Background: an optimization exercise with open tools, aiming at small area and a short achievable clock period. Do not read the settings as production practice.
In this exercise RTL edits were held to simulation tests only and were not proved equivalent to the original.
Power figures rest on the tool's default switching activity, not on a simulated workload.

**design/flow/design.v**
```verilog
package mc_pkg;
	parameter int DATA_W = 32;
	parameter int MAX_CS = 8;
	parameter logic [2:0] REG_SEL_VAL = 3'h3;
	parameter logic [4:0] REG_IDX_CSR = 5'd0;
	parameter logic [4:0] REG_IDX_MASK = 5'd2;
	parameter logic [4:0] REG_IDX_CS_BASE = 5'd4;
	parameter logic [2:0] MEM_TYPE_SDRAM = 3'h0;
	parameter logic [DATA_W-1:0] TMS_RESET = '1;
	parameter logic [10:0] MASK_RESET = 11'h7ff;
	typedef struct packed {
		logic cyc;
		logic stb;
		logic we;
		logic [31:0] addr;
		logic [DATA_W-1:0] data;
	} bus_req_t;
	typedef struct packed {
		logic [7:0] rsvd_hi;
		logic [7:0] sel_base;
		logic [6:0] rsvd_mid;
		logic wp;
		logic [3:0] rsvd_lo;
		logic [2:0] mem_type;
		logic en;
	} csc_t;
	typedef struct packed {
		logic [7:0] rfr_ps_val;
		logic [12:0] rsvd_hi;
		logic [2:0] ref_int;
		logic [4:0] rsvd_lo;
		logic fs;
		logic vpen;
		logic sts;
	} csr_t;
	typedef struct packed {
		logic we;
		logic [4:0] idx;
		logic [DATA_W-1:0] data;
	} reg_wr_t;
endpackage
`timescale 1ns/10ps
module mc_rf_top #(
	parameter int NUM_CS = 8
) (
	input  logic clk,
	input  logic rst,
	input  logic bus_cyc_i,
	input  logic bus_stb_i,
	input  logic bus_we_i,
	input  logic [31:0] bus_addr_i,
	input  logic [mc_pkg::DATA_W-1:0] bus_data_i,
	input  logic mc_sts_i,
	input  logic cs_le_i,
	input  logic init_ack_i,
	input  logic lmr_ack_i,
	output logic ack_o,
	output logic [mc_pkg::DATA_W-1:0] rd_data_o,
	output logic wp_err_o,
	output logic [mc_pkg::MAX_CS-1:0] cs_o,
	output logic [mc_pkg::DATA_W-1:0] csc_sel_o,
	output logic [mc_pkg::DATA_W-1:0] tms_sel_o,
	output logic [mc_pkg::MAX_CS-1:0] cs_need_rfr_o,
	output logic [2:0] ref_int_o,
	output logic [7:0] rfr_ps_val_o,
	output logic mc_vpen_o,
	output logic fs_o,
	output logic init_req_o,
	output logic lmr_req_o,
	output logic [mc_pkg::MAX_CS-1:0] spec_req_cs_o
);
	localparam int N = NUM_CS;
	localparam int W = mc_pkg::DATA_W;
	logic reg_sel;
	logic wr_we_q;
	logic [4:0] wr_idx_q;
	assign reg_sel = bus_cyc_i & bus_stb_i & (bus_addr_i[31:29] == mc_pkg::REG_SEL_VAL);
	always_ff @(posedge clk or posedge rst)
	begin
		if (rst)
		begin
			ack_o <= 1'b0;
			wr_we_q <= 1'b0;
		end
		else
		begin
			ack_o <= reg_sel & ~ack_o;
			wr_we_q <= reg_sel & bus_we_i & ~ack_o;
		end
	end
	always_ff @(posedge clk)
		wr_idx_q <= bus_addr_i[6:2];
	logic csr_we, mask_we;
	logic [N-1:0] csc_we, tms_we;
	assign csr_we = wr_we_q & (wr_idx_q == mc_pkg::REG_IDX_CSR);
	assign mask_we = wr_we_q & (wr_idx_q == mc_pkg::REG_IDX_MASK);
	for (genvar i = 0; i < N; i++)
	begin : g_we
		assign csc_we[i] = wr_we_q & (wr_idx_q == 5'(mc_pkg::REG_IDX_CS_BASE + 2 * i));
		assign tms_we[i] = wr_we_q & (wr_idx_q == 5'(mc_pkg::REG_IDX_CS_BASE + 2 * i + 1));
	end
	logic sts_q;
	logic [7:0] rfr_ps_val_q;
	logic [2:0] ref_int_q;
	logic fs_q, vpen_q;
	logic [10:0] mask_q;
	always_ff @(posedge clk or posedge rst)
	begin
		if (rst)
		begin
			sts_q <= 1'b0;
			rfr_ps_val_q <= '0;
			ref_int_q <= '0;
			fs_q <= 1'b0;
			vpen_q <= 1'b0;
			mask_q <= mc_pkg::MASK_RESET;
		end
		else
		begin
			sts_q <= mc_sts_i;
			if (csr_we)
			begin
				rfr_ps_val_q <= bus_data_i[31:24];
				ref_int_q <= bus_data_i[10:8];
				fs_q <= bus_data_i[2];
				vpen_q <= bus_data_i[1];
			end
			if (mask_we)
				mask_q <= bus_data_i[10:0];
		end
	end
	assign ref_int_o = ref_int_q;
	assign rfr_ps_val_o = rfr_ps_val_q;
	assign mc_vpen_o = vpen_q;
	assign fs_o = fs_q;
	logic [N-1:0][W-1:0] csc_q;
	logic [N-1:0][W-1:0] tms_q;
	logic [N-1:0] csc_v;
	logic [N-1:0] tms_v;
	always_ff @(posedge clk)
	begin
		for (int i = 0; i < N; i++)
		begin
			if (csc_we[i])
				csc_q[i] <= bus_data_i;
			if (tms_we[i])
				tms_q[i] <= bus_data_i;
		end
	end
	always_ff @(posedge clk or posedge rst)
	begin
		if (rst)
		begin
			csc_v <= '0;
			tms_v <= '0;
		end
		else
		begin
			csc_v <= csc_v | csc_we;
			tms_v <= tms_v | tms_we;
		end
	end
	logic [N-1:0] en;
	logic [N-1:0] need_rfr;
	logic [N-1:0] wp_bit;
	logic [N-1:0] match;
	for (genvar i = 0; i < N; i++)
	begin : g_slot
		assign en[i] = csc_v[i] & csc_q[i][0];
		assign wp_bit[i] = csc_q[i][8];
		assign match[i] = en[i] &
			(((csc_q[i][23:16] ^ bus_addr_i[28:21]) & mask_q[7:0]) == 8'h00);
	end
	logic [N-1:0] csc_sdram;
	for (genvar i = 0; i < N; i++)
	begin : g_need
		assign csc_sdram[i] = csc_we[i] & bus_data_i[0] &
			(bus_data_i[3:1] == mc_pkg::MEM_TYPE_SDRAM);
	end
	always_ff @(posedge clk or posedge rst)
	begin
		if (rst)
			need_rfr <= '0;
		else
			need_rfr <= (need_rfr & ~csc_we) | csc_sdram;
	end
	always_comb
	begin
		cs_need_rfr_o = '0;
		cs_need_rfr_o[N-1:0] = need_rfr;
	end
	logic [N-1:0] init_pending;
	logic [N-1:0] lmr_pending;
	logic [N-1:0] init_done;
	logic [N-1:0] lmr_done;
	always_ff @(posedge clk or posedge rst)
	begin
		if (rst)
		begin
			init_pending <= '0;
			lmr_pending <= '0;
		end
		else
		begin
			for (int i = 0; i < N; i++)
			begin
				if (init_done[i])
					init_pending[i] <= 1'b0;
				if (csc_sdram[i])
					init_pending[i] <= 1'b1;
				if (lmr_done[i])
					lmr_pending[i] <= 1'b0;
				if (tms_we[i] && need_rfr[i])
					lmr_pending[i] <= 1'b1;
			end
		end
	end
	logic load;
	logic [N-1:0] sel;
	logic [N-1:0] lower;
	logic tms_fill;
	logic [W-1:0] csc_d;
	logic [W-1:0] tms_d;
	assign load = cs_le_i & bus_cyc_i & bus_stb_i;
	always_comb
	begin
		lower[0] = 1'b0;
		for (int i = 1; i < N; i++)
			lower[i] = lower[i-1] | match[i-1];
		for (int i = 0; i < N - 1; i++)
			sel[i] = match[i] & ~lower[i];
		sel[N-1] = ~lower[N-1];
	end
	always_comb
	begin
		csc_d = '0;
		tms_d = '0;
		tms_fill = 1'b0;
		for (int i = 0; i < N; i++)
		begin
			if (i == N - 1)
				csc_d = csc_d | ({W{sel[i] & csc_v[i]}} & csc_q[i]);
			else
				csc_d = csc_d | ({W{sel[i]}} & csc_q[i]);
			tms_d = tms_d | ({W{sel[i]}} & tms_q[i]);
			tms_fill = tms_fill | (sel[i] & ~tms_v[i]);
		end
		tms_d = tms_d | {W{tms_fill}};
	end
	logic [W-1:0] tms_sel_n;
	assign tms_sel_o = ~tms_sel_n;
	always_ff @(posedge clk or posedge rst)
	begin
		if (rst)
		begin
			cs_o <= '0;
			wp_err_o <= 1'b0;
			csc_sel_o <= '0;
			tms_sel_n <= '0;
		end
		else if (load)
		begin
			cs_o <= '0;
			cs_o[N-1:0] <= match;
			wp_err_o <= |(match & wp_bit) & bus_we_i;
			csc_sel_o <= csc_d;
			tms_sel_n <= ~tms_d;
		end
		else if (!bus_cyc_i)
			wp_err_o <= 1'b0;
	end
	logic [W-1:0] rd_d;
	logic [4:0] rd_idx;
	logic rd_csr, rd_mask, rd_fill;
	logic [N-1:0] rd_csc, rd_tms;
	assign rd_idx = bus_addr_i[6:2];
	assign rd_csr = rd_idx == mc_pkg::REG_IDX_CSR;
	assign rd_mask = rd_idx == mc_pkg::REG_IDX_MASK;
	for (genvar i = 0; i < N; i++)
	begin : g_rd
		assign rd_csc[i] = rd_idx == 5'(mc_pkg::REG_IDX_CS_BASE + 2 * i);
		assign rd_tms[i] = rd_idx == 5'(mc_pkg::REG_IDX_CS_BASE + 2 * i + 1);
	end
	always_comb
	begin
		rd_d = ({W{rd_csr}} & {rfr_ps_val_q, 13'b0, ref_int_q, 5'b0, fs_q, vpen_q, mc_sts_i}) |
			({W{rd_mask}} & {{(W - 11){1'b0}}, mask_q});
		rd_fill = 1'b0;
		for (int i = 0; i < N; i++)
		begin
			rd_d = rd_d | ({W{rd_csc[i] & csc_v[i]}} & csc_q[i]) | ({W{rd_tms[i]}} & tms_q[i]);
			rd_fill = rd_fill | (rd_tms[i] & ~tms_v[i]);
		end
		rd_d = rd_d | {W{rd_fill}};
	end
	always_ff @(posedge clk)
		rd_data_o <= rd_d;
	logic init_ack_q, lmr_ack_q;
	logic init_done_q, lmr_done_q;
	logic [N-1:0] grant_q;
	logic [N-1:0] grant_last_q;
	logic [N-1:0] init_first, lmr_first;
	logic done_busy;
	assign init_first = init_pending & (~init_pending + 1'b1);
	assign lmr_first = lmr_pending & (~lmr_pending + 1'b1);
	assign done_busy = init_done_q | lmr_done_q;
	always_ff @(posedge clk or posedge rst)
	begin
		if (rst)
		begin
			grant_q <= '0;
			init_ack_q <= 1'b0;
			lmr_ack_q <= 1'b0;
			init_req_o <= 1'b0;
			lmr_req_o <= 1'b0;
			init_done_q <= 1'b0;
			lmr_done_q <= 1'b0;
		end
		else
		begin
			init_ack_q <= init_ack_i;
			lmr_ack_q <= lmr_ack_i;
			init_done_q <= 1'b0;
			lmr_done_q <= 1'b0;
			if (init_req_o)
			begin
				if (init_ack_q & ~init_ack_i)
				begin
					init_req_o <= 1'b0;
					init_done_q <= 1'b1;
					grant_q <= '0;
				end
			end
			else if (lmr_req_o)
			begin
				if (lmr_ack_q & ~lmr_ack_i)
				begin
					lmr_req_o <= 1'b0;
					lmr_done_q <= 1'b1;
					grant_q <= '0;
				end
			end
			else if (!done_busy && |init_pending)
			begin
				init_req_o <= 1'b1;
				grant_q <= init_first;
			end
			else if (!done_busy && |lmr_pending)
			begin
				lmr_req_o <= 1'b1;
				grant_q <= lmr_first;
			end
		end
	end
	always_ff @(posedge clk)
		grant_last_q <= grant_q;
	assign init_done = {N{init_done_q}} & grant_last_q;
	assign lmr_done = {N{lmr_done_q}} & grant_last_q;
	always_comb
	begin
		spec_req_cs_o = '0;
		spec_req_cs_o[N-1:0] = grant_q;
	end
endmodule
```
**design/flow/flow/run.sh**
```bash
#!/bin/bash
# Standard ORFS layout (standard synthesis script), with resizing free to
# change cell footprints, plain buffers on the ports, and the slow
# single-size a222oi cell kept out of mapping and resizing.
set -euo pipefail
DU="$(cat flow/dont_use.txt)"
bash standard.sh MATCH_CELL_FOOTPRINT=0 "BUFFER_PORTS_ARGS=-buffer_cell sky130_fd_sc_hd__buf_2" "DONT_USE_CELLS=$DU" finish > standard.log 2>&1
```
**design/flow/flow/dont_use.txt**
```
sky130_fd_sc_hd__probe_p_8 sky130_fd_sc_hd__probec_p_8 sky130_fd_sc_hd__lpflow_bleeder_1 sky130_fd_sc_hd__lpflow_clkbufkapwr_1 sky130_fd_sc_hd__lpflow_clkbufkapwr_16 sky130_fd_sc_hd__lpflow_clkbufkapwr_2 sky130_fd_sc_hd__lpflow_clkbufkapwr_4 sky130_fd_sc_hd__lpflow_clkbufkapwr_8 sky130_fd_sc_hd__lpflow_clkinvkapwr_1 sky130_fd_sc_hd__lpflow_clkinvkapwr_16 sky130_fd_sc_hd__lpflow_clkinvkapwr_2 sky130_fd_sc_hd__lpflow_clkinvkapwr_4 sky130_fd_sc_hd__lpflow_clkinvkapwr_8 sky130_fd_sc_hd__lpflow_decapkapwr_12 sky130_fd_sc_hd__lpflow_decapkapwr_3 sky130_fd_sc_hd__lpflow_decapkapwr_4 sky130_fd_sc_hd__lpflow_decapkapwr_6 sky130_fd_sc_hd__lpflow_decapkapwr_8 sky130_fd_sc_hd__lpflow_inputiso0n_1 sky130_fd_sc_hd__lpflow_inputiso0p_1 sky130_fd_sc_hd__lpflow_inputiso1n_1 sky130_fd_sc_hd__lpflow_inputiso1p_1 sky130_fd_sc_hd__lpflow_inputisolatch_1 sky130_fd_sc_hd__lpflow_isobufsrc_1 sky130_fd_sc_hd__lpflow_isobufsrc_16 sky130_fd_sc_hd__lpflow_isobufsrc_2 sky130_fd_sc_hd__lpflow_isobufsrc_4 sky130_fd_sc_hd__lpflow_isobufsrc_8 sky130_fd_sc_hd__lpflow_isobufsrckapwr_16 sky130_fd_sc_hd__lpflow_lsbuf_lh_hl_isowell_tap_1 sky130_fd_sc_hd__lpflow_lsbuf_lh_hl_isowell_tap_2 sky130_fd_sc_hd__lpflow_lsbuf_lh_hl_isowell_tap_4 sky130_fd_sc_hd__lpflow_lsbuf_lh_isowell_4 sky130_fd_sc_hd__lpflow_lsbuf_lh_isowell_tap_1 sky130_fd_sc_hd__lpflow_lsbuf_lh_isowell_tap_2 sky130_fd_sc_hd__lpflow_lsbuf_lh_isowell_tap_4 sky130_fd_sc_hd__a222oi_1
```
**design/flow/standard.sh**
```bash
#!/bin/bash
# synth_recipe.tcl (not shown) runs the flow's synth.tcl, then flattens the netlist and writes it again
# the make line also repeats each setting of config.mk as NAME=value (left out here)
make -C /OpenROAD-flow-scripts/flow DESIGN_CONFIG=/design/flow/config.mk WORK_HOME=/design/flow/orfs CLKGATE_MAP_FILE= SYNTH_SCRIPT=/design/flow/synth_recipe.tcl "${@:-finish}"
```
**design/flow/config.mk**
```make
export PLATFORM = sky130hd
export DESIGN_NAME = mc_rf_top
export DESIGN_NICKNAME = mc_rf_top
export VERILOG_FILES = /design/flow/design.v
export SDC_FILE = /design/flow/constraint.sdc
export NUM_CORES = 4
export LEC_CHECK = 0
export CAP_MARGIN = 20
export CORE_MARGIN = 2
export CORE_UTILIZATION = 66
export CTS_BUF_LIST = sky130_fd_sc_hd__clkbuf_8
export CTS_CLUSTER_DIAMETER = 60
export CTS_CLUSTER_SIZE = 14
export SETUP_SLACK_MARGIN = 3.7
export SLEW_MARGIN = 20
```
**design/flow/constraint.sdc**
```tcl
create_clock -name core_clock -period 7.0 [get_ports {clk}]
set_input_delay 1.4000 -clock core_clock [delete_from_list [all_inputs] [get_ports {clk}]]
set_output_delay 1.4000 -clock core_clock [all_outputs]
set_load 0.01 [all_outputs]
```
==> results of run 1 <==
per-layer routing:
layer / vias up / wire [µm]
li1: 8960 / -
met1: 11100 / 35600
met2: 2490 / 46200
met3: 662 / 18900
met4: 12 / 8710
met5: - / 75
registers in the layout, summed over array words and instances, names as in the netlist, 5 cells and up:
| register | count |
|---|---|
| lmr_pending | 8 |
| csc_q | 256 |
| cs_o | 8 |
| tms_sel_n | 32 |
| rd_data_o | 32 |
| csc_sel_o | 32 |
| rfr_ps_val_q | 8 |
| wr_idx_q | 5 |
| grant_q | 8 |
| tms_v | 8 |
| csc_v | 8 |
| mask_q | 11 |
| grant_last_q | 8 |
| need_rfr | 8 |
| init_pending | 8 |
| tms_q | 256 |
stage by stage:
step / std cells / worst slack (ns) / cell area, µm² / hold slack, ns
2_1_floorplan: 2142 / 3.63 / 29900 / 0.428
3_3_place_gp: 2820 / 2.07 / 31400 / 0.373
3_5_place_dp: 2820 / 2.08 / 31400 / 0.377
4_1_cts: 2951 / 3.73 / 32800 / 0.397
5_1_grt: 2969 / 3.66 / 33100 / 0.411
6_report: 2973 / 3.65 / 33200 / 0.397
cell usage after synthesis, types with 6 or more instances:
master and number:
a21oi_1 68, nor2b_1 7, edfxtp_1 512, a211oi_1 44, mux2_2 29, a32o_1 33
buf_4 11, nand2b_1 8, a22oi_1 164, mux2i_1 34, nor2_1 124, or2_2 8
and3_1 34, a221o_1 31, clkbuf_1 101, dfrtp_1 142, o21ai_0 21, a221oi_1 136
a22o_1 129, nor3_1 39, buf_1 17, nand4_1 53, dfxtp_1 45, nand3_1 15
a21o_1 30, nand2_1 76, xor2_1 64, and2_1 6, buf_2 31, inv_1 49
dfstp_2 11, buf_6 7
layout make-up:
class / count / area, µm² / area share (%)
Timing Repair Buffer: 285 / 1940 / 5.86
Clock inverter: 50 / 268 / 0.808
Antenna cell: 8 / 20.0 / 0.0604
Sequential cell: 710 / 20100 / 60.7
Clock buffer: 60 / 826 / 2.49
Tap cell: 592 / 741 / 2.23
Inverter: 49 / 188 / 0.566
Multi-Input combinational cell: 1219 / 9060 / 27.3
report_power, final:
part | total [W] | internal, W | switching [W]
logic | 0.000519 | 0.000179 | 0.000340
clock network | 0.00228 | 0.000879 | 0.00140
registers | 0.00469 | 0.00461 | 0.0000878
kinds of logic (layout without fill, tap and decap cells):
family                    after synthesis  count (layout)  share of synthesized area [%]
AOI/OAI and AO/OA                     682             682                           18.2
xor gates and xnor gates               64              64                           1.88
buffers and inverters                 216             444                           3.16
DFF                                   710             710                           67.5
muxes                                  63              63                           2.24
other                                   0               8                              0
and+or+nand+nor                       407             410                           7.02
repair_timing:
item / CTS / global route
gates resized for setup: 35 / 31
hold buffers: 0 / 0
setup endpoints to repair: 68 / 63
cloned: 6 / 5
setup buffers: 15 / 9
pin swaps: 8 / 4
worst paths after layout:
kind                                              from                        end  slack (ns)  cells past startpoint
worst max-delay path                    bus_addr_i[23]  csc_sel_o[31]$_DFFE_PP0P_        3.65                     12
worst min-delay path            grant_q[3]$_DFFE_PP0P_    grant_last_q[3]$_DFF_P_        0.40                      0
worst max register to register       wr_we_q$_DFF_PP0_       csc_q[215]$_DFFE_PP_        3.87                      5
worst min register to register  grant_q[3]$_DFFE_PP0P_    grant_last_q[3]$_DFF_P_        0.40                      0
max in group asynchronous                          rst        lmr_ack_q$_DFF_PP0_        5.28                      3
min in group asynchronous                          rst   csc_sel_o[4]$_DFFE_PP0P_        0.96                      3
==> metrics.cfg, run 1 <==
[floorplanning]
die_x_um = 217
io_pins = 210
die_area_mm2 = 0.0469
fp.dieH_um = 217
fp.coreArea_mm2 = 0.0444
row_count = 77
start_util_pct = 67.1

[clocking]
htree_num_levels = 2
cts_root_buf = clkbuf_8
clock_latency_ns = 0.75
tritoncts = built
clk_pin_slew_ns = 0.09
cts_buffers = 58
cts_num_sinks = 710
cts_buffer_depth = 3

[detailed_routing]
avgViaCountPerCell = 7.82
ant_nets = 0
drc = 0
wl_per_cell_um = 36.9
wirelength_um = 110000
num_vias = 23200
drtPass1Iterations = 7
drtIter0Drc = 4480

[synthesis]
synth-main-ff-cell = edfxtp_1
synth_edf_count = 512
synthArstFlopShare_pct = 21.5
synth_area_leaders = edfxtp_1, dfrtp_1, a22oi_1
synth_top_area_cell = edfxtp_1
synth-seq-cells = 710
ys.warnings.count = 1
synthCells = 2142
syn_nets = 2215
syn_avg_cell_area_um2 = 13.9
ys_types = 63
ys_seq_area_share_pct = 67.5
synth.top_cell.area_share_pct = 51.6
syn_area_mm2 = 0.0298

[final_layout]
syn_to_final_growth_pct = 11.2
utilization_pct = 74.7
layout_commonest_cell = edfxtp_1
nNetsFinal = 2396
fillers = 2885
layout_common_cells = edfxtp_1, buf_2, a22oi_1
drive_gt1_share_pct = 19.6

[pwr]
leakagePower_nw = 11.8
power_w = 0.00749
irDropWorstVdd_v = 0.000179
powerDensity_mw_per_mm2 = 226

[worst_setup_path]
crit_buf_inv = 4
start_kind = primary input
worst_path_most_repeated_cell = clkbuf_16
critPathSlowestCell = a22oi_1
critical_path_class = primary input to flip-flop
critical_path.top_delay_family = compound AO/OA/AOI/OAI gates
critPathMaxStageDelay_ns = 0.30
critical_path_required_ns = 7.60
endpoint_kind = flip-flop
critPathArrivalTime_ns = 3.95
crit_fanout = 22
path_cells = buf_2 > xor2_1 > a22oi_1 > nand4_1 > nor2_4 > clkbuf_16 > nor4_4 > buf_8 > clkbuf_16 > a22o_1 > a211oi_1 > a21oi_1

[sta]
min_period_over_period_pct = 47.9
finalHoldViolCount = 0
relSlewSlack_pct = 21.7
rsz0062_at_grt = yes
max_freq_mhz = 298
finalSetupTns_ns = 0
final-setup-viol-count = 0
min_period_ns = 3.35
tightestPinTransition_ns = 1.17
drv_slew = 0
skew_ns = 0.0617

[global_routing]
grt_max_degree = 154
antenna_found_initial = 12
gr-total-overflow = 0
gr-usage-all-layers_pct = 45.7
grtUsageMet1_pct = 59.1
grt_use_met2_pct = 66.3
grt_pass1_wl_um = 152000
grt_pass1_vias = 22400
grt_busiest_layer = met2
grtUsageMet3_pct = 14.9

[run]
max_cap_viol_count = 0

[placement]
place_congestion = 0.932
port_buffers = 193
dpl.hpwl_um = 53800

[hold_path]
holdCritPathClass = flip-flop to flip-flop

[outcome]
outcome = no timing/DRC/antenna violations

==> inputs of run 2 (changes only) <==
--- a/design/flow/config.mk
+++ b/design/flow/config.mk
@@ -8,5 +8,5 @@
 export CAP_MARGIN = 20
 export CORE_MARGIN = 2
-export CORE_UTILIZATION = 66
+export CORE_UTILIZATION = 60
 export CTS_BUF_LIST = sky130_fd_sc_hd__clkbuf_8
 export CTS_CLUSTER_DIAMETER = 60
@@ -14,2 +14,3 @@
 export SETUP_SLACK_MARGIN = 3.7
 export SLEW_MARGIN = 20
+export TNS_END_PERCENT = 10
==> run 2 against run 1 <==
Compared with the run above: total power is 0.84% lower; synthesized cell count unchanged; die area grew 9.8%; register-to-register slack barely moved; clock-buffer cell count did not move; routed wire length is 3.6% higher; utilization decreased by 6.7 points; non-clock buffer count is 9 higher; design area is 0.60% higher; final cell count increased by 2.7%; via count is 0.65% lower; hold slack worse by 0.0070 ns; highest routed layer unchanged.
==> metrics.cfg, run 2 <==
[sta]
relSlewSlack_pct = 23.5  ; +1.8 points
min_period_over_period_pct = 51.5  ; +3.6 points
min_period_ns = 3.61  ; +0.253 ns
finalHoldViolCount = 0  ; unchanged
max_freq_mhz = 277  ; -7.0%
finalSetupTns_ns = 0  ; unchanged
drv_slew = 0  ; unchanged
rsz0062_at_grt = yes
final-setup-viol-count = 0  ; unchanged
skew_ns = 0.0345  ; -0.0273 ns
tightestPinTransition_ns = 1.14  ; -0.0296 ns

[run]
max_cap_viol_count = 0  ; unchanged

[synthesis]
synth.most_common_cell = edfxtp_1
synthArstFlopShare_pct = 21.5  ; unchanged
synthAdderAreaFrac_pct = 0  ; unchanged
ys_seq_area_share_pct = 67.5  ; unchanged
synthMuxAreaShare_pct = 2.24  ; unchanged
synthXorXnorAreaFrac_pct = 1.88  ; unchanged
ys_types = 63  ; unchanged
synth_edf_count = 512  ; unchanged
yosys-top-cells-count = edfxtp_1, a22oi_1, dfrtp_1, a221oi_1, a22o_1
synth-main-ff-cell = edfxtp_1
synth_area_leaders = edfxtp_1, dfrtp_1, a22oi_1
syn_area_mm2 = 0.0298  ; unchanged
synth.top_cell.area_share_pct = 51.6  ; unchanged
synth_compound_area_share_pct = 18.2  ; unchanged
synth_top_area_cell = edfxtp_1
ys.warnings.count = 1  ; unchanged
syn_nets = 2215  ; unchanged
syn_avg_cell_area_um2 = 13.9  ; unchanged
synth-seq-cells = 710  ; unchanged
synth_top_family_by_area = compound AO/OA/AOI/OAI gates
yosys.area_share.simple_pct = 7.02  ; unchanged
synthCells = 2142  ; unchanged

[final_layout]
reg_top3 = csc_q: 256 flops, tms_q: 256 flops
layout_commonest_cell = edfxtp_1
nNetsFinal = 2408  ; +0.50%
syn_to_final_growth_pct = 11.8
drive_gt1_share_pct = 20.0  ; +0.46 points
final_area_mm2 = 0.0334  ; +0.60%
layout_common_cells = edfxtp_1, buf_2, a22oi_1

[worst_setup_path]
cp.depth = 8  ; -4
critPathArrivalTime_ns = 4.16  ; +0.21 ns
critPathMaxStageDelay_ns = 0.69  ; +0.39 ns
rr_worst_depth = 11  ; +6
endpoint = rd_data_o[2]$_DFF_P_
crit_fanout = 33  ; +50%
critical_path_required_ns = 7.55  ; -0.05 ns
startpoint = bus_addr_i[4]
path_cells = buf_2 > nor3b_1 > and3_1 > buf_4 > a22o_1 > a221oi_2 > and3_4 > nand4_1
endpoint_kind = flip-flop
crit_buf_inv = 2  ; -2
critPathSlowestCell = and3_4
r2r_slack_ns = 3.87  ; about the same
r2r-end = tms_sel_n[31]$_DFFE_PP0P_
r2r-start = mask_q[6]$_DFFE_PP1P_
start_kind = primary input
critical_path.top_delay_family = simple AND/OR/NAND/NOR gates
critical_path_class = primary input to flip-flop

[pwr]
power.switching_w = 0.00183  ; +0.39%
pwr-share-clk_pct = 29.6  ; -0.8 points
switching_share_pct = 24.7  ; +0.30 points
seqPwrFrac_pct = 63.2  ; +0.5 points
powerDensity_mw_per_mm2 = 223  ; -1.4%
combPwrFrac_pct = 7.2  ; +0.3 points
leakagePower_nw = 11.8  ; +0.18%
irDropWorstVdd_v = 0.000163  ; -9.0%
p_int_w = 0.00560  ; -1.2%

[clocking]
cts_hold_buf = 0  ; unchanged
tritoncts = built
cts_buffer_depth = 3  ; unchanged
cts_buffers = 58  ; unchanged
cts_root_buf = clkbuf_8
cts_num_sinks = 710  ; unchanged
clk_pin_slew_ns = 0.09  ; about the same
htree_num_levels = 2  ; unchanged
clock_latency_ns = 0.73  ; -0.02 ns

[detailed_routing]
wl_per_cell_um = 37.2  ; +0.89%
drtIter0Drc = 4115  ; -8.1%
num_vias = 23100  ; -0.65%
wirelength_um = 114000  ; +3.6%
ant_nets = 0  ; unchanged
drtPass1Iterations = 8  ; +1
drc = 0  ; unchanged
avgViaCountPerCell = 7.56  ; -3.2%

[floorplanning]
start_util_pct = 60.8  ; -6.3 points
fp.coreArea_mm2 = 0.0491  ; +10%
die_x_um = 227  ; +4.8%
io_pins = 210  ; unchanged
fp.dieH_um = 227  ; +4.8%
die_area_mm2 = 0.0515  ; +9.8%
row_count = 81  ; +5.2%

[outcome]
outcome = no timing/DRC/antenna violations

[hold_path]
holdCritPathClass = flip-flop to flip-flop
min_from = grant_q[3]$_DFFE_PP0P_

[placement]
place_congestion = 0.917  ; -1.6%
dpl.hpwl_um = 57100  ; +6.0%
place_area_mm2 = 0.0315  ; +0.22%
port_buffers = 193  ; unchanged

[global_routing]
antenna_found_initial = 5  ; -7
grt_max_degree = 154  ; unchanged
grt_pass1_wl_um = 156000  ; +2.5%
gr-total-overflow = 0  ; unchanged
gr-usage-all-layers_pct = 43.3  ; -2.4 points
grt_pass1_vias = 22000  ; -1.9%

[run 2: changes by cell type in the layout (fill, tap and decap cells not counted), sizes merged]
cell and delta:
and3 +1, buf +8, bufinv -2, clkbuf +1, clkinv +3, clkinvlp -2, diode -3, nand3 +1
nor2 +2, or3 -1
[run 2: how the worst min path moves through the flow]
| stage | depth (start not counted) | end | slack (ns) |
|---|---|---|---|
| after floorplan | 0 | grant_last_q[0]$_DFF_P_ | 0.43 |
| after global placement | 0 | grant_last_q[7]$_DFF_P_ | 0.38 |
| after detailed placement | 0 | grant_last_q[7]$_DFF_P_ | 0.38 |
| after CTS | 0 | grant_last_q[3]$_DFF_P_ | 0.40 |
| after global routing | 0 | grant_last_q[3]$_DFF_P_ | 0.41 |
| final | 0 | grant_last_q[3]$_DFF_P_ | 0.39 |
[run 2: stage by stage]
step,hold slack (ns),cells,util [%],worst slack (ns),power [W]
after floorplan,0.428,2142,-,3.60,0.00504
after global placement,0.375,2890,64.2,1.59,0.00527
after detailed placement,0.380,2890,64.2,1.58,0.00528
after CTS,0.397,3022,67.0,3.41,0.00738
after global routing,0.408,3051,68.0,3.56,0.00763
final,0.390,3053,68.0,3.39,0.00743
[run 2: kinds of logic (layout without fill, tap and decap cells)]
kind of cell           after synthesis  in the layout
flip-flops                         710            710
AO/OA/AOI/OAI                      682            682
AND/OR/NAND/NOR                    407            413
buffers and inverters              216            452
XOR/XNOR                            64             64
multiplexers                        63             63
other                                0              5
[run 2: repair_timing]
action | CTS | global route
endpoints found under the hold margin | 0 | 0
buffers inserted | 16 | 20
pin swaps | 10 | 9
gates cloned | 7 | 6
resized for setup | 21 | 55
setup endpoints to repair | 96 | 78
[run 2: power groups by stage]
stage	logic (W)	clock network, W	registers (W)
CTS	0.000507	0.00219	0.00469
global placement	0.000495	0	0.00478
detailed placement	0.000501	0	0.00478
finish	0.000535	0.00220	0.00469
floorplan	0.000251	0	0.00479
global route	0.000575	0.00235	0.00470
[run 2: per-layer routing]
metal  vias to the layer above  GRT usage [%]  part of all wire [%]
met5                         -              0                 0.051
met4                         6           24.5                   6.9
met3                       537           11.3                    15
met2                      2238           65.5                    44
met1                     11300           57.4                    34
li1                       8968              -                     -
[run 2: cell type report]
class                           count  area (µm²)
Fill cell                        3605       15700
Antenna cell                        5        12.5
Timing Repair Buffer              294        2030
Multi-Input combinational cell   1222        9140
Clock inverter                     49         206
Inverter                           49         188
Tap cell                          664         831
Clock buffer                       60         826
Sequential cell                   710       20100
[run 2: worst register-to-register path, stage by stage (launching register included)]
cell	delay (ns)
dfstp_2	0.75
a22oi_1	0.19
nand4_1	0.22
nor2_4	0.07
buf_4	0.16
or3_4	0.43
buf_4	0.20
o32ai_4	0.31
nor3_4	0.08
buf_4	0.17
clkbuf_16	0.19
a32o_1	0.23
==> inputs of run 3 (changes only) <==
--- a/design/flow/config.mk
+++ b/design/flow/config.mk
@@ -14,3 +14,2 @@
 export SETUP_SLACK_MARGIN = 3.7
 export SLEW_MARGIN = 20
-export TNS_END_PERCENT = 10
==> run 3 against run 2 <==
Compared with the run above: still clean on timing, DRC and antenna; sequential share of layout area is essentially flat; clock skew up 0.0020 ns; via count decreased by 0.32%; sequential power barely moved; critical path type unchanged; highest routed layer unchanged.
==> metrics.cfg, run 3 <==
[outcome]
outcome = no timing/DRC/antenna violations

[worst_setup_path]
crit_buf_inv = 4  ; +2
endpoint_kind = flip-flop
endpoint = csc_sel_o[27]$_DFFE_PP0P_
cp.depth = 12  ; +4
r2r-end = csc_sel_o[27]$_DFFE_PP0P_
start_kind = primary input
critical_path_required_ns = 7.59  ; +0.04 ns
crit_fanout = 62  ; +88%
critPathArrivalTime_ns = 3.92  ; -0.24 ns
r2r-start = csc_q[50]$_DFFE_PP_
critPathMaxStageDelay_ns = 0.34  ; -0.35 ns
rr_worst_depth = 11  ; unchanged
r2r_slack_ns = 4.02  ; +0.15 ns
worst_path_most_repeated_cell = buf_12
critical_path.top_delay_family = compound AO/OA/AOI/OAI gates
startpoint = bus_addr_i[23]
path_cells = buf_2 > xor2_1 > a22oi_1 > nand4_1 > nor2_4 > buf_12 > buf_4 > nor4_4 > buf_12 > a22o_1 > a211oi_1 > a21oi_1
critical_path_class = primary input to flip-flop
critPathSlowestCell = a22o_1

[placement]
place_area_mm2 = 0.0315  ; +0.11%
place_congestion = 0.921  ; +0.44%
dpl.hpwl_um = 56800  ; -0.54%
port_buffers = 193  ; unchanged
pre_cts_slack_ns = 1.90  ; +0.311 ns

[detailed_routing]
drc = 0  ; unchanged
wirelength_um = 113000  ; -0.53%
ant_nets = 0  ; unchanged
wl_met1_um = 39500  ; +1.5%
avgViaCountPerCell = 7.55  ; -0.16%
wl_per_cell_um = 37.1  ; -0.37%
highest_layer = met5
drtIter0Drc = 4142  ; +0.66%
num_vias = 23000  ; -0.32%
wl_met2_um = 48800  ; -2.0%
wl_met3_um = 17100  ; +0.96%
drtPass1Iterations = 6  ; -2

[hold_path]
holdCritPathClass = flip-flop to flip-flop

[synthesis]
synth_top_area_cell = edfxtp_1
yosys-top-cells-count = edfxtp_1, a22oi_1, dfrtp_1, a221oi_1, a22o_1
syn_nets = 2215  ; unchanged
synth-seq-cells = 710  ; unchanged
synthCells = 2142  ; unchanged
synth_area_leaders = edfxtp_1, dfrtp_1, a22oi_1
synth.top_cell.area_share_pct = 51.6  ; unchanged
synthArstFlopShare_pct = 21.5  ; unchanged
syn_area_mm2 = 0.0298  ; unchanged
ys.warnings.count = 1  ; unchanged
synth-main-ff-cell = edfxtp_1
ys_types = 63  ; unchanged
synth.most_common_cell = edfxtp_1
ys_seq_area_share_pct = 67.5  ; unchanged
syn_avg_cell_area_um2 = 13.9  ; unchanged
synth_edf_count = 512  ; unchanged

[final_layout]
drive_gt1_share_pct = 19.7  ; -0.26 points
reg_top3 = csc_q: 256 flops, tms_q: 256 flops
layout_commonest_cell = edfxtp_1
layout_common_cells = edfxtp_1, buf_2, a22oi_1
nNetsFinal = 2404  ; -0.17%
syn_to_final_growth_pct = 11.8  ; about the same
final_area_mm2 = 0.0333  ; about the same

[floorplanning]
fp.coreArea_mm2 = 0.0491  ; unchanged
fp.dieH_um = 227  ; unchanged
start_util_pct = 60.8  ; unchanged
die_area_mm2 = 0.0515  ; unchanged
io_pins = 210  ; unchanged
die_x_um = 227  ; unchanged
row_count = 81  ; unchanged

[sta]
worst_hold_slack_ns = 0.396  ; +0.00552 ns
drv_slew = 0  ; unchanged
skew_ns = 0.0364  ; +0.00195 ns
rsz0062_at_grt = no
fin_ws_ns = 3.67  ; +0.280 ns
min_period_over_period_pct = 47.5  ; -4.0 points
tightestPinTransition_ns = 1.07  ; -0.0706 ns
finalHoldViolCount = 0  ; unchanged
max_freq_mhz = 301  ; +8.4%
relSlewSlack_pct = 28.4  ; +5.0 points
finalSetupTns_ns = 0  ; unchanged
min_period_ns = 3.33  ; -0.280 ns
final-setup-viol-count = 0  ; unchanged

[global_routing]
gr-total-overflow = 0  ; unchanged
grt_pass1_vias = 21900  ; -0.55%
grt_pass1_wl_um = 155000  ; -0.84%
antenna_found_initial = 7  ; +2
gr-usage-all-layers_pct = 43.0  ; -0.30 points
grt_max_degree = 63  ; -59%

[clocking]
cts_buffers = 57  ; -1.7%
clock_latency_ns = 0.74  ; about the same
cts_num_sinks = 710  ; unchanged
cts_buffer_depth = 3  ; unchanged
cts_hold_buf = 0  ; unchanged
cts_root_buf = clkbuf_8
htree_num_levels = 2  ; unchanged
tritoncts = built
clk_pin_slew_ns = 0.09  ; about the same

[pwr]
irDropWorstVdd_v = 0.000211  ; +30%
powerDensity_mw_per_mm2 = 223  ; about the same
leakagePower_nw = 11.8  ; +0.33%
power_w = 0.00742  ; about the same

[run]
max_cap_viol_count = 0  ; unchanged

-- run 3: kinds of logic after synthesis --
| logic type | count (synthesis) | share of synthesized area [%] |
|---|---|---|
| XOR/XNOR | 64 | 1.88 |
| flip-flops | 710 | 67.5 |
| buffers and inverters | 216 | 3.16 |
| AND/OR/NAND/NOR | 407 | 7.02 |
| multiplexers | 63 | 2.24 |
| AO/OA/AOI/OAI | 682 | 18.2 |
-- run 3: worst min path at each step --
| stage | startpoint | endpoint | cells past startpoint |
|---|---|---|---|
| 2_1_floorplan | grant_q[0]$_DFFE_PP0P_ | grant_last_q[0]$_DFF_P_ | 0 |
| 3_3_place_gp | grant_q[7]$_DFFE_PP0P_ | grant_last_q[7]$_DFF_P_ | 0 |
| 3_5_place_dp | grant_q[5]$_DFFE_PP0P_ | grant_last_q[5]$_DFF_P_ | 0 |
| 4_1_cts | grant_q[0]$_DFFE_PP0P_ | grant_last_q[0]$_DFF_P_ | 0 |
| 5_1_grt | grant_q[4]$_DFFE_PP0P_ | grant_last_q[4]$_DFF_P_ | 0 |
| 6_report | grant_q[0]$_DFFE_PP0P_ | grant_last_q[0]$_DFF_P_ | 0 |
-- run 3: metrics by stage --
stage	utilization (%)	cells
final	68.0	3048
after global routing	67.9	3045
after CTS	67.1	3022
after detailed placement	64.3	2892
after global placement	64.3	2891
after floorplan	-	2142
-- run 3: final cells by class --
type / instances / area (µm²)
Antenna cell: 4 / 10.0
Clock buffer: 59 / 812
Clock inverter: 49 / 220
Fill cell: 3512 / 15700
Inverter: 49 / 188
Multi-Input combinational cell: 1217 / 9040
Sequential cell: 710 / 20100
Tap cell: 664 / 831
Timing Repair Buffer: 296 / 2120
-- run 3: where the power goes --
group          internal [W]  switching [W]
logic              0.000183       0.000343
clock network      0.000823        0.00138
registers           0.00461      0.0000866
total               0.00561        0.00181
-- run 3: timing repair --
action                     4_1_cts  5_1_grt
setup buffers                   18       15
pin swaps                        9        8
resized for setup               28       29
cloned                           4        7
setup endpoints to repair       75       66
-- run 3: worst reg2reg max path: cells and delay by family, from the launching register on --
family	cells	cell delay (ns)
AOI/OAI and AO/OA	4	1.22
and+or+nand+nor	3	0.49
DFF	1	0.47
buffers and inverters	3	0.45
xor gates and xnor gates	1	0.20
-- run 3: metal layers --
metal	vias to the layer above	global-route usage [%]
met5	-	0
met4	12	23.8
met3	549	11.3
met2	2313	64.4
met1	11200	57.8
li1	8963	-
==> inputs of run 4 (changes only) <==
--- a/design/flow/config.mk
+++ b/design/flow/config.mk
@@ -12,4 +12,5 @@
 export CTS_CLUSTER_DIAMETER = 60
 export CTS_CLUSTER_SIZE = 14
-export SETUP_SLACK_MARGIN = 3.7
+export SETUP_SLACK_MARGIN = 3.9
 export SLEW_MARGIN = 20
+export TNS_END_PERCENT = 10
==> run 4 against run 3 <==
Compared with the run above: via count rose by 2.0%; maximum frequency fell by 0.60%; clock power barely moved; critical path type unchanged; largest cell class unchanged; largest power group unchanged.
==> metrics.cfg, run 4 <==
[outcome]
outcome = no timing/DRC/antenna violations

[global_routing]
gr-total-overflow = 0  ; unchanged
grt_pass1_vias = 22300  ; +1.9%
grt_pass1_wl_um = 160000  ; +3.4%
antenna_found_initial = 4  ; -3
grt_max_degree = 154  ; +140%
gr-usage-all-layers_pct = 44.7  ; +1.7 points

[hold_path]
holdCritPathClass = flip-flop to flip-flop
hold_depth = 0  ; unchanged

[synthesis]
synth-main-ff-cell = edfxtp_1
synthCells = 2142  ; unchanged
synth.most_common_cell = edfxtp_1
syn_avg_cell_area_um2 = 13.9  ; unchanged
ys.warnings.count = 1  ; unchanged
synth.top_cell.area_share_pct = 51.6  ; unchanged
synth_top_area_cell = edfxtp_1
yosys-top-cells-count = edfxtp_1, a22oi_1, dfrtp_1, a221oi_1, a22o_1
syn_nets = 2215  ; unchanged
ys_types = 63  ; unchanged
synth_area_leaders = edfxtp_1, dfrtp_1, a22oi_1
synthArstFlopShare_pct = 21.5  ; unchanged
syn_area_mm2 = 0.0298  ; unchanged
synth_edf_count = 512  ; unchanged
synth-seq-cells = 710  ; unchanged
ys_seq_area_share_pct = 67.5  ; unchanged

[floorplanning]
row_count = 81  ; unchanged
io_pins = 210  ; unchanged
fp.dieH_um = 227  ; unchanged
die_area_mm2 = 0.0515  ; unchanged
start_util_pct = 60.8  ; unchanged
fp.coreArea_mm2 = 0.0491  ; unchanged
die_x_um = 227  ; unchanged

[sta]
tightestPinTransition_ns = 1.06  ; -0.0124 ns
finalHoldViolCount = 0  ; unchanged
min_period_ns = 3.35  ; +0.0201 ns
finalSetupTns_ns = 0  ; unchanged
min_period_over_period_pct = 47.8  ; +0.29 points
max_freq_mhz = 299  ; -0.60%
final-setup-viol-count = 0  ; unchanged
relSlewSlack_pct = 29.3  ; +0.81 points
worst_hold_slack_ns = 0.390  ; -0.00596 ns
drv_slew = 0  ; unchanged
rsz0062_at_grt = yes
skew_ns = 0.0277  ; -0.00869 ns

[worst_setup_path]
critical_path_class = primary input to flip-flop
critPathMaxStageDelay_ns = 0.71  ; +0.37 ns
critPathSlowestCell = and3_1
critPathArrivalTime_ns = 3.98  ; +0.06 ns
path_cells = buf_2 > nor3b_1 > and3_1 > buf_4 > a22o_1 > a221oi_1 > and4_1 > nand4_1
crit_buf_inv = 2  ; -2
rr_worst_depth = 9  ; -2
critical_path.top_delay_family = simple AND/OR/NAND/NOR gates
start_kind = primary input
cp.depth = 8  ; -4
crit_fanout = 24  ; -61%
critical_path_required_ns = 7.63  ; +0.04 ns
endpoint_kind = flip-flop

[placement]
port_buffers = 193  ; unchanged
place_area_mm2 = 0.0315  ; -0.11%
dpl.hpwl_um = 57100  ; +0.54%
place_congestion = 0.917  ; -0.43%

[detailed_routing]
num_vias = 23500  ; +2.0%
wl_per_cell_um = 37.5  ; +1.2%
drtIter0Drc = 4208  ; +1.6%
wirelength_um = 115000  ; +2.2%
avgViaCountPerCell = 7.63  ; +1.0%
drtPass1Iterations = 8  ; +2
drc = 0  ; unchanged
ant_nets = 0  ; unchanged

[final_layout]
final_area_mm2 = 0.0339  ; +1.7%
layout_common_cells = edfxtp_1, buf_2, a22oi_1
nNetsFinal = 2434  ; +1.2%
syn_to_final_growth_pct = 13.7
reg_top3 = csc_q: 256 flops, tms_q: 256 flops
layout_commonest_cell = edfxtp_1
drive_gt1_share_pct = 21.4  ; +1.6 points
utilization_pct = 69.2  ; +1.2 points

[clocking]
clock_latency_ns = 0.73  ; about the same
cts_hold_buf = 0  ; unchanged
cts_buffers = 58  ; +1.8%
tritoncts = built
clk_pin_slew_ns = 0.10  ; about the same
cts_buffer_depth = 3  ; unchanged
htree_num_levels = 2  ; unchanged
cts_root_buf = clkbuf_8
cts_num_sinks = 710  ; unchanged

[pwr]
powerDensity_mw_per_mm2 = 220  ; -1.4%
irDropWorstVdd_v = 0.000162  ; -23%
power_w = 0.00745  ; +0.30%
leakagePower_nw = 12.0  ; +1.7%

[run]
max_cap_viol_count = 0  ; unchanged

==> run 4: power by group <==
group	leakage, nW	internal [W]	total (W)	switching, W
sequential	6.94	0.00461	0.00469	0.0000853
clock	0.677	0.000802	0.00219	0.00139
combinational	4.41	0.000204	0.000559	0.000355
total	12.0	0.00561	0.00745	0.00183
==> run 4: worst paths after layout <==
kind	startpoint	end	slack (ns)
worst max register to register	mask_q[4]$_DFFE_PP1P_	tms_sel_n[17]$_DFFE_PP0P_	3.96
worst min-delay path	grant_q[3]$_DFFE_PP0P_	grant_last_q[3]$_DFF_P_	0.39
worst min register to register	grant_q[3]$_DFFE_PP0P_	grant_last_q[3]$_DFF_P_	0.39
worst max-delay path	bus_addr_i[5]	rd_data_o[0]$_DFF_P_	3.65
min in group asynchronous	rst	csc_sel_o[4]$_DFFE_PP0P_	0.95
max in group asynchronous	rst	grant_q[4]$_DFFE_PP0P_	5.27
==> run 4: cells by family after synthesis <==
kind of cell | synth area share [%]
simple gates | 7.02
buf+inv | 3.16
flops | 67.5
compound gates | 18.2
mux | 2.24
xor+xnor | 1.88
==> run 4: final cells by class <==
type	instances	area (µm²)
Antenna cell	4	10.0
Clock buffer	60	826
Clock inverter	49	206
Fill cell	3515	15100
Inverter	49	188
Multi-Input combinational cell	1222	9230
Sequential cell	710	20100
Tap cell	664	831
Timing Repair Buffer	320	2520
==> run 4: what timing repair did <==
action | CTS | global route
buffers inserted | 40 | 17
gates resized for setup | 76 | 46
cloned | 15 | 3
pin swaps | 22 | 20
hold endpoints to repair | 0 | 0
setup endpoints to repair | 97 | 84
==> run 4: per-layer routing <==
| layer | routed length (µm) | up-vias | share of wire, % | global-route usage [%] |
|---|---|---|---|---|
| met3 | 17800 | 619 | 15 | 13.8 |
| li1 | - | 9030 | - | - |
| met2 | 49700 | 2431 | 43 | 66.2 |
| met1 | 38700 | 11400 | 34 | 58.0 |
| met5 | 29 | - | 0.025 | 0 |
| met4 | 9200 | 6 | 8.0 | 27.8 |
==> run 4: stage by stage <==
step                      setup WS, ns  instances
final                             3.65       3078
after global routing              3.74       3075
after CTS                         3.78       3054
after detailed placement          1.58       2890
after global placement            1.59       2890
after floorplan                   3.60       2142
==> inputs of run 5 (changes only) <==
--- a/design/flow/design.v
+++ b/design/flow/design.v
@@ -232,31 +232,46 @@
 		sel[N-1] = ~lower[N-1];
 	end
+	logic [N-1:0] sel_ld;
+	logic hold;
+	logic [W-1:0] tms_sel_n;
+	assign tms_sel_o = ~tms_sel_n;
+	assign sel_ld = sel & {N{load}};
+	assign hold = ~load;
 	always_comb
 	begin
-		csc_d = '0;
-		tms_d = '0;
+		csc_d = {W{hold}} & csc_sel_o;
+		tms_d = {W{hold}} & ~tms_sel_n;
 		tms_fill = 1'b0;
 		for (int i = 0; i < N; i++)
 		begin
 			if (i == N - 1)
-				csc_d = csc_d | ({W{sel[i] & csc_v[i]}} & csc_q[i]);
+				csc_d = csc_d | ({W{sel_ld[i] & csc_v[i]}} & csc_q[i]);
 			else
-				csc_d = csc_d | ({W{sel[i]}} & csc_q[i]);
-			tms_d = tms_d | ({W{sel[i]}} & tms_q[i]);
-			tms_fill = tms_fill | (sel[i] & ~tms_v[i]);
+				csc_d = csc_d | ({W{sel_ld[i]}} & csc_q[i]);
+			tms_d = tms_d | ({W{sel_ld[i]}} & tms_q[i]);
+			tms_fill = tms_fill | (sel_ld[i] & ~tms_v[i]);
 		end
 		tms_d = tms_d | {W{tms_fill}};
 	end
-	logic [W-1:0] tms_sel_n;
-	assign tms_sel_o = ~tms_sel_n;
 	always_ff @(posedge clk or posedge rst)
 	begin
 		if (rst)
 		begin
-			cs_o <= '0;
-			wp_err_o <= 1'b0;
 			csc_sel_o <= '0;
 			tms_sel_n <= '0;
 		end
+		else
+		begin
+			csc_sel_o <= csc_d;
+			tms_sel_n <= ~tms_d;
+		end
+	end
+	always_ff @(posedge clk or posedge rst)
+	begin
+		if (rst)
+		begin
+			cs_o <= '0;
+			wp_err_o <= 1'b0;
+		end
 		else if (load)
 		begin
@@ -264,6 +279,4 @@
 			cs_o[N-1:0] <= match;
 			wp_err_o <= |(match & wp_bit) & bus_we_i;
-			csc_sel_o <= csc_d;
-			tms_sel_n <= ~tms_d;
 		end
 		else if (!bus_cyc_i)
--- a/design/flow/config.mk
+++ b/design/flow/config.mk
@@ -12,5 +12,4 @@
 export CTS_CLUSTER_DIAMETER = 60
 export CTS_CLUSTER_SIZE = 14
-export SETUP_SLACK_MARGIN = 3.9
+export SETUP_SLACK_MARGIN = 3.7
 export SLEW_MARGIN = 20
-export TNS_END_PERCENT = 10
==> run 5 against run 4 <==
Compared with the run above: still clean on timing, DRC and antenna; via count grew 2.3%; clock power increased by 4%; maximum frequency is 0.42% higher; hold slack better by 0.012 ns; total power increased by 3.1%; non-clock buffer count fell by 42; sequential cell count did not move; combinational power is 23% higher; sequential power hardly changed.
==> metrics.cfg, run 5 <==
[outcome]
outcome = no timing/DRC/antenna violations

[floorplanning]
start_util_pct = 60.8  ; about the same
die_x_um = 229  ; +1.1%
fp.coreArea_mm2 = 0.0502  ; +2.3%
row_count = 82  ; +1.2%
die_area_mm2 = 0.0527  ; +2.2%
fp.dieH_um = 229  ; +1.1%
io_pins = 210  ; unchanged

[global_routing]
grt_max_degree = 74  ; -52%
grtUsageMet1_pct = 56.6  ; -1.4 points
gr-total-overflow = 0  ; unchanged
gr-usage-all-layers_pct = 43.2  ; -1.5 points
antenna_found_initial = 10  ; +6
grt_busiest_layer = met2
grt_pass1_wl_um = 162000  ; +1.4%
grtUsageMet3_pct = 13.7  ; -0.076 points
grt_use_met2_pct = 64.7  ; -1.5 points
grt_pass1_vias = 23200  ; +3.9%

[sta]
finalSetupTns_ns = 0  ; unchanged
final-setup-viol-count = 0  ; unchanged
min_period_ns = 3.33  ; -0.0141 ns
skew_ns = 0.0508  ; +0.0231 ns
rsz0062_at_grt = yes
min_period_over_period_pct = 47.6  ; -0.20 points
max_freq_mhz = 300  ; +0.42%
drv_slew = 0  ; unchanged
relSlewSlack_pct = 18.2  ; -11 points
finalHoldViolCount = 0  ; unchanged
tightestPinTransition_ns = 1.23  ; +0.170 ns

[pwr]
pwr-share-clk_pct = 29.5  ; about the same
power_w = 0.00768  ; +3.1%
seqPwrFrac_pct = 61.5  ; -1.5 points
combPwrFrac_pct = 9.0  ; +1.5 points
power.switching_w = 0.00196  ; +7.2%
p_int_w = 0.00571  ; +1.8%
irDropWorstVdd_v = 0.000216  ; +34%
switching_share_pct = 25.6  ; +0.98 points
leakagePower_nw = 12.1  ; +0.65%
powerDensity_mw_per_mm2 = 229  ; +4.3%

[final_layout]
drive_gt1_share_pct = 19.8  ; -1.5 points
syn_to_final_growth_pct = 9.89
reg_top3 = csc_q: 256 flops, tms_q: 256 flops
utilization_pct = 66.8  ; -2.3 points
layout_commonest_cell = edfxtp_1
layout_common_cells = edfxtp_1, buf_2, a22oi_1
nNetsFinal = 2515  ; +3.3%
fillers = 3731  ; +6.1%

[synthesis]
ys_types = 77  ; +22%
synth-seq-cells = 710  ; unchanged
yosys-top-cells-count = edfxtp_1, a22oi_1, dfrtp_1, nand2_1, a21oi_1
synthArstFlopShare_pct = 21.5  ; unchanged
synth-main-ff-cell = edfxtp_1
syn_avg_cell_area_um2 = 13.4  ; -3.8%
synth_edf_count = 512  ; unchanged
synthCells = 2278  ; +6.3%
syn_nets = 2351  ; +6.1%
syn_area_mm2 = 0.0305  ; +2.3%
synth.most_common_cell = edfxtp_1
synth_area_leaders = edfxtp_1, dfrtp_1, a22oi_1
synth_top_area_cell = edfxtp_1
synth.top_cell.area_share_pct = 50.4  ; -1.2 points
ys_seq_area_share_pct = 65.9  ; -1.5 points
ys.warnings.count = 1  ; unchanged

[clocking]
cts_num_sinks = 710  ; unchanged
tritoncts = built
cts_root_buf = clkbuf_8
cts_buffer_depth = 3  ; unchanged
cts_hold_buf = 0  ; unchanged
clk_pin_slew_ns = 0.09  ; about the same
htree_num_levels = 2  ; unchanged
cts_buffers = 58  ; unchanged
clock_latency_ns = 0.75  ; +0.02 ns

[detailed_routing]
num_vias = 24000  ; +2.3%
avgViaCountPerCell = 7.58  ; -0.59%
drc = 0  ; unchanged
drtIter0Drc = 4146  ; -1.5%
ant_nets = 0  ; unchanged
wirelength_um = 116000  ; +0.71%
drtPass1Iterations = 8  ; unchanged
wl_per_cell_um = 36.7  ; -2.1%

[worst_setup_path]
crit_fanout = 21  ; -13%
critPathMaxStageDelay_ns = 0.41  ; -0.30 ns
critical_path_required_ns = 7.66  ; +0.03 ns
worst_path_most_repeated_cell = buf_12
critical_path_class = primary input to flip-flop
path_cells = buf_2 > xor2_1 > a22oi_1 > nand4_1 > or2_1 > nand2_1 > o221ai_1 > a221oi_4 > buf_12 > buf_12 > o2111a_1
endpoint_kind = flip-flop
critPathSlowestCell = or2_1
critPathArrivalTime_ns = 3.99  ; about the same
start_kind = primary input
crit_buf_inv = 3  ; +1
critical_path.top_delay_family = compound AO/OA/AOI/OAI gates

[run]
max_cap_viol_count = 0  ; unchanged

[placement]
port_buffers = 193  ; unchanged
place_congestion = 0.887  ; -3.3%
dpl.hpwl_um = 60100  ; +5.4%

[hold_path]
holdCritPathClass = flip-flop to flip-flop

## run 5: metrics by stage
| step | instances | hold slack, ns | instance area [µm²] | setup WS (ns) |
|---|---|---|---|---|
| after global placement | 3027 | 0.374 | 32000 | 1.82 |
| final | 3167 | 0.401 | 33500 | 3.67 |
| after detailed placement | 3027 | 0.386 | 32000 | 1.69 |
| after floorplan | 2278 | 0.429 | 30500 | 3.67 |
| after global routing | 3165 | 0.417 | 33500 | 3.68 |
| after CTS | 3153 | 0.409 | 33300 | 3.73 |
## run 5: cell families (layout without fill, tap and decap cells)
| kind of cell | count (synthesis) | count (layout) | synth area share (%) |
|---|---|---|---|
| other | 0 | 3 | 0 |
| xor gates and xnor gates | 64 | 64 | 1.84 |
| AOI/OAI and AO/OA | 769 | 769 | 18.8 |
| DFF | 710 | 710 | 65.9 |
| muxes | 44 | 44 | 1.56 |
| buffers and inverters | 241 | 451 | 3.82 |
| and+or+nand+nor | 450 | 454 | 8.03 |
## run 5: power groups by stage
stage | combinational [W] | clock (W) | sequential [W]
after global routing | 0.000736 | 0.00241 | 0.00473
final | 0.000690 | 0.00227 | 0.00472
after global placement | 0.000647 | 0 | 0.00481
after CTS | 0.000669 | 0.00226 | 0.00472
after detailed placement | 0.000657 | 0 | 0.00481
after floorplan | 0.000345 | 0 | 0.00481
## run 5: path summary, 6_finish.rpt
kind	startpoint	endpoint	slack (ns)	depth (start not counted)
worst max-delay path	bus_addr_i[23]	tms_sel_n[14]$_DFF_PP0_	3.67	11
worst min register to register	grant_q[3]$_DFFE_PP0P_	grant_last_q[3]$_DFF_P_	0.40	0
worst max register to register	mask_q[6]$_DFFE_PP1P_	tms_sel_n[14]$_DFF_PP0_	3.98	9
min in group asynchronous	rst	cs_o[0]$_DFFE_PP0P_	0.57	2
worst min-delay path	grant_q[3]$_DFFE_PP0P_	grant_last_q[3]$_DFF_P_	0.40	0
max in group asynchronous	rst	ref_int_q[2]$_DFFE_PP0P_	4.87	4
## run 5: layout make-up
type	count	area, µm²	area share (%)
Antenna cell	3	7.51	0.0224
Clock buffer	60	826	2.46
Clock inverter	50	239	0.713
Inverter	63	240	0.717
Multi-Input combinational cell	1331	9500	28.3
Sequential cell	710	20100	60.0
Tap cell	672	841	2.51
Timing Repair Buffer	278	1750	5.23
## run 5: metal layers
layer	vias to the layer above	share of wire [%]
li1	9375	-
met1	11700	34
met2	2398	44
met3	530	16
met4	6	6.1
met5	-	0.034
## run 5: what timing repair did
action                     4_1_cts  5_1_grt
buffers inserted                13       10
setup endpoints to repair       81       67
resized for setup               18       16
gates cloned                     3        1
pin swaps                        4        4
==> inputs of run 6 (changes only) <==
--- a/design/flow/config.mk
+++ b/design/flow/config.mk
@@ -9,7 +9,7 @@
 export CORE_MARGIN = 2
 export CORE_UTILIZATION = 60
-export CTS_BUF_LIST = sky130_fd_sc_hd__clkbuf_8
+export CTS_BUF_LIST = sky130_fd_sc_hd__clkbuf_16
 export CTS_CLUSTER_DIAMETER = 60
-export CTS_CLUSTER_SIZE = 14
+export CTS_CLUSTER_SIZE = 20
 export SETUP_SLACK_MARGIN = 3.7
 export SLEW_MARGIN = 20
==> run 6 against run 5 <==
Compared with the run above: clock skew decreased by 0.020 ns; non-clock buffer count increased by 4; critical path type unchanged; routed wire length decreased by 0.10%; clock power increased by 37%; utilization increased by 1.5 points; highest routed layer unchanged; final cell count decreased by 0.54%; worst setup slack got worse by 0.038 ns; largest power group unchanged; sequential cell count unchanged; die area unchanged; global-route usage increased by 0.14 points.
==> metrics.cfg, run 6 <==
[synthesis]
synth.most_common_cell = edfxtp_1
ys_types = 77  ; unchanged
syn_nets = 2351  ; unchanged
syn_area_mm2 = 0.0305  ; unchanged
synthCells = 2278  ; unchanged
synth-main-ff-cell = edfxtp_1
ys.warnings.count = 1  ; unchanged
synth-seq-cells = 710  ; unchanged
synthArstFlopShare_pct = 21.5  ; unchanged
synth.top_cell.area_share_pct = 50.4  ; unchanged
synth_area_leaders = edfxtp_1, dfrtp_1, a22oi_1
synth_edf_count = 512  ; unchanged
syn_avg_cell_area_um2 = 13.4  ; unchanged
yosys-top-cells-count = edfxtp_1, a22oi_1, dfrtp_1, nand2_1, a21oi_1
ys_seq_area_share_pct = 65.9  ; unchanged
synth_top_area_cell = edfxtp_1

[detailed_routing]
ant_nets = 0  ; unchanged
drtIter0Drc = 4331  ; +4.5%
drtPass1Iterations = 6  ; -2
wirelength_um = 116000  ; -0.10%
avgViaCountPerCell = 7.60  ; +0.20%
drc = 0  ; unchanged
num_vias = 23900  ; -0.33%
wl_per_cell_um = 36.9  ; +0.44%

[clocking]
cts_buffer_depth = 3  ; unchanged
cts_buffers = 49  ; -16%
htree_num_levels = 2  ; unchanged
cts_root_buf = clkbuf_16
tritoncts = built
cts_num_sinks = 710  ; unchanged
clock_latency_ns = 0.65  ; -0.10 ns
clk_pin_slew_ns = 0.08  ; about the same
cts_hold_buf = 0  ; unchanged

[floorplanning]
die_x_um = 229  ; unchanged
die_area_mm2 = 0.0527  ; unchanged
fp.dieH_um = 229  ; unchanged
io_pins = 210  ; unchanged
row_count = 82  ; unchanged
fp.coreArea_mm2 = 0.0502  ; unchanged
start_util_pct = 60.8  ; unchanged

[sta]
min_period_over_period_pct = 48.1  ; +0.55 points
drv_slew = 0  ; unchanged
skew_ns = 0.0304  ; -0.0204 ns
worst_hold_slack_ns = 0.396  ; -0.00531 ns
final-setup-viol-count = 0  ; unchanged
tightestPinTransition_ns = 1.25  ; +0.0185 ns
min_period_ns = 3.37  ; +0.0382 ns
relSlewSlack_pct = 16.9  ; -1.2 points
max_freq_mhz = 297  ; -1.1%
finalHoldViolCount = 0  ; unchanged
finalSetupTns_ns = 0  ; unchanged
rsz0062_at_grt = yes

[worst_setup_path]
crit_fanout = 20  ; -4.8%
endpoint_kind = flip-flop
critical_path_class = primary input to flip-flop
path_cells = buf_2 > nor3b_1 > and3_2 > buf_4 > a22o_1 > a221oi_1 > and3_1 > nand4_1
critPathArrivalTime_ns = 3.94  ; -0.05 ns
critPathMaxStageDelay_ns = 0.76  ; +0.35 ns
start_kind = primary input
rr_worst_depth = 8  ; -1
critPathSlowestCell = and3_2
critical_path_required_ns = 7.57  ; -0.09 ns

[placement]
place_area_mm2 = 0.0320  ; unchanged
port_buffers = 193  ; unchanged
place_congestion = 0.887  ; unchanged
dpl.hpwl_um = 60100  ; unchanged
dp_cells = 3027  ; unchanged

[pwr]
irDropWorstVdd_v = 0.000238  ; +9.9%
leakagePower_nw = 12.3  ; +2.0%
powerDensity_mw_per_mm2 = 249  ; +8.8%

[final_layout]
syn_to_final_growth_pct = 12.3
layout_common_cells = edfxtp_1, buf_2, a22oi_1
nNetsFinal = 2510  ; -0.20%
drive_gt1_share_pct = 20.5  ; +0.63 points
reg_top3 = csc_q: 256 flops, tms_q: 256 flops
finalNonFillerCells = 3150  ; -0.54%
final_area_mm2 = 0.0343  ; +2.2%
layout_commonest_cell = edfxtp_1

[hold_path]
holdCritPathClass = flip-flop to flip-flop
hold_depth = 0  ; unchanged

[global_routing]
grtUsageMet1_pct = 56.6  ; about the same
gr-total-overflow = 0  ; unchanged
grt_use_met2_pct = 64.6  ; -0.085 points
grt_busiest_layer = met2
grt_pass1_wl_um = 162000  ; +0.18%
gr-usage-all-layers_pct = 43.4  ; +0.14 points
grt_pass1_vias = 23100  ; -0.44%
grtUsageMet3_pct = 14.6  ; +0.95 points
grt_max_degree = 74  ; unchanged
antenna_found_initial = 7  ; -3

[outcome]
outcome = no timing/DRC/antenna violations

[run]
max_cap_viol_count = 0  ; unchanged

[run 6: cell counts after synthesis]
No cell type changed its count.
[run 6: worst max-delay path: cells and delay by family]
| family | cells | cell delay (ns) |
|---|---|---|
| buffers and inverters | 2 | 0.74 |
| and+or+nand+nor | 4 | 1.48 |
| AOI/OAI and AO/OA | 2 | 0.31 |
[run 6: final timing paths]
| kind | start | slack, ns | endpoint |
|---|---|---|---|
| worst max-delay path | bus_addr_i[6] | 3.63 | rd_data_o[12]$_DFF_P_ |
| worst min-delay path | grant_q[3]$_DFFE_PP0P_ | 0.40 | grant_last_q[3]$_DFF_P_ |
| worst max register to register | init_pending[2]$_DFFE_PP0P_ | 4.11 | grant_q[2]$_DFFE_PP0P_ |
| worst min register to register | grant_q[3]$_DFFE_PP0P_ | 0.40 | grant_last_q[3]$_DFF_P_ |
| max in group asynchronous | rst | 4.78 | csc_sel_o[4]$_DFF_PP0_ |
| min in group asynchronous | rst | 0.66 | csc_sel_o[18]$_DFF_PP0_ |
[run 6: report_power, final]
part,switching [W],internal (W)
clock,0.00154,0.00158
combinational,0.000450,0.000247
sequential,0.0000936,0.00463
total,0.00209,0.00645
[run 6: cells by family after synthesis]
logic type	after synthesis	synth area share, %
AO/OA/AOI/OAI	769	18.8
buffers and inverters	241	3.82
multiplexers	44	1.56
XOR/XNOR	64	1.84
AND/OR/NAND/NOR	450	8.03
flip-flops	710	65.9
[run 6: repair_timing]
item,CTS,global route
gates cloned,4,2
setup buffers,14,11
gates resized for setup,31,20
setup endpoints to repair,92,72
pin swaps,7,9
endpoints found under the hold margin,0,0
[run 6: metal layers]
| metal | vias up | wire, µm |
|---|---|---|
| met2 | 2314 | 50900 |
| li1 | 9369 | - |
| met5 | - | 38 |
| met4 | 6 | 7300 |
| met1 | 11700 | 39900 |
| met3 | 565 | 18000 |
[run 6: layout make-up]
cell class,instances,area [µm²]
repair buffers,282,1870
flip-flops and latches,710,20100
clock inverters,37,393
diodes,4,10.0
multi-input cells,1331,9520
well taps,672,841
fillers,3619,15900
inverters,63,240
clock buffers,51,1280
[run 6: through the flow]
step / worst slack (ns) / utilization [%] / total power, W
5_1_grt: 3.65 / 68.3 / 0.00874
3_5_place_dp: 1.69 / 63.9 / 0.00546
2_1_floorplan: 3.67 / - / 0.00515
4_1_cts: 3.71 / 67.8 / 0.00849
6_report: 3.63 / 68.3 / 0.00854
3_3_place_gp: 1.82 / 63.9 / 0.00545

[port drivers added, routing unchanged]
How much do the figures lean on ideal ports? The routed layouts below were timed once more, with nothing changed but the port constraints. Step 1 (the two cells are an assumption about what drives the block):
set clk [get_ports {clk}]
set_driving_cell -lib_cell sky130_fd_sc_hd__clkbuf_16 $clk
set_driving_cell -lib_cell sky130_fd_sc_hd__buf_2 [delete_from_list [all_inputs] $clk]
Step 2, shift: input delay + t, output delay - t, t = (earliest + latest rising clock arrival at the registers) / 2. This alone moves slack from input paths to output paths. a / b / c = no drivers / after step 1 / after step 2; a / b = the first two.
run	shift t [ns]	slack for setup (ns)	hold slack, ns	latest minus earliest clock arrival (ns)	worst data-port slew with drivers (ns)
run 1	0.771	3.647 / 3.626 / 2.855	0.397 / 0.397 / 0.397	0.061 / 0.062	0.10
run 2	0.779	3.395 / 3.436 / 2.657	0.390 / 0.390 / 0.390	0.041 / 0.040	0.12
run 3	0.776	3.675 / 3.621 / 2.845	0.396 / 0.396 / 0.396	0.041 / 0.041	0.12
run 4	0.782	3.655 / 3.699 / 2.916	0.390 / 0.390 / 0.390	0.037 / 0.037	0.12
run 5	0.788	3.669 / 3.698 / 2.910	0.401 / 0.401 / 0.401	0.052 / 0.052	0.12
run 6	0.700	3.631 / 3.677 / 2.977	0.396 / 0.396 / 0.396	0.032 / 0.032	0.11
After both steps setup and hold are still met in every run listed. The setup slack of run 3, which loses most, moves by -0.054 ns with the drivers and by -0.830 ns with both steps.
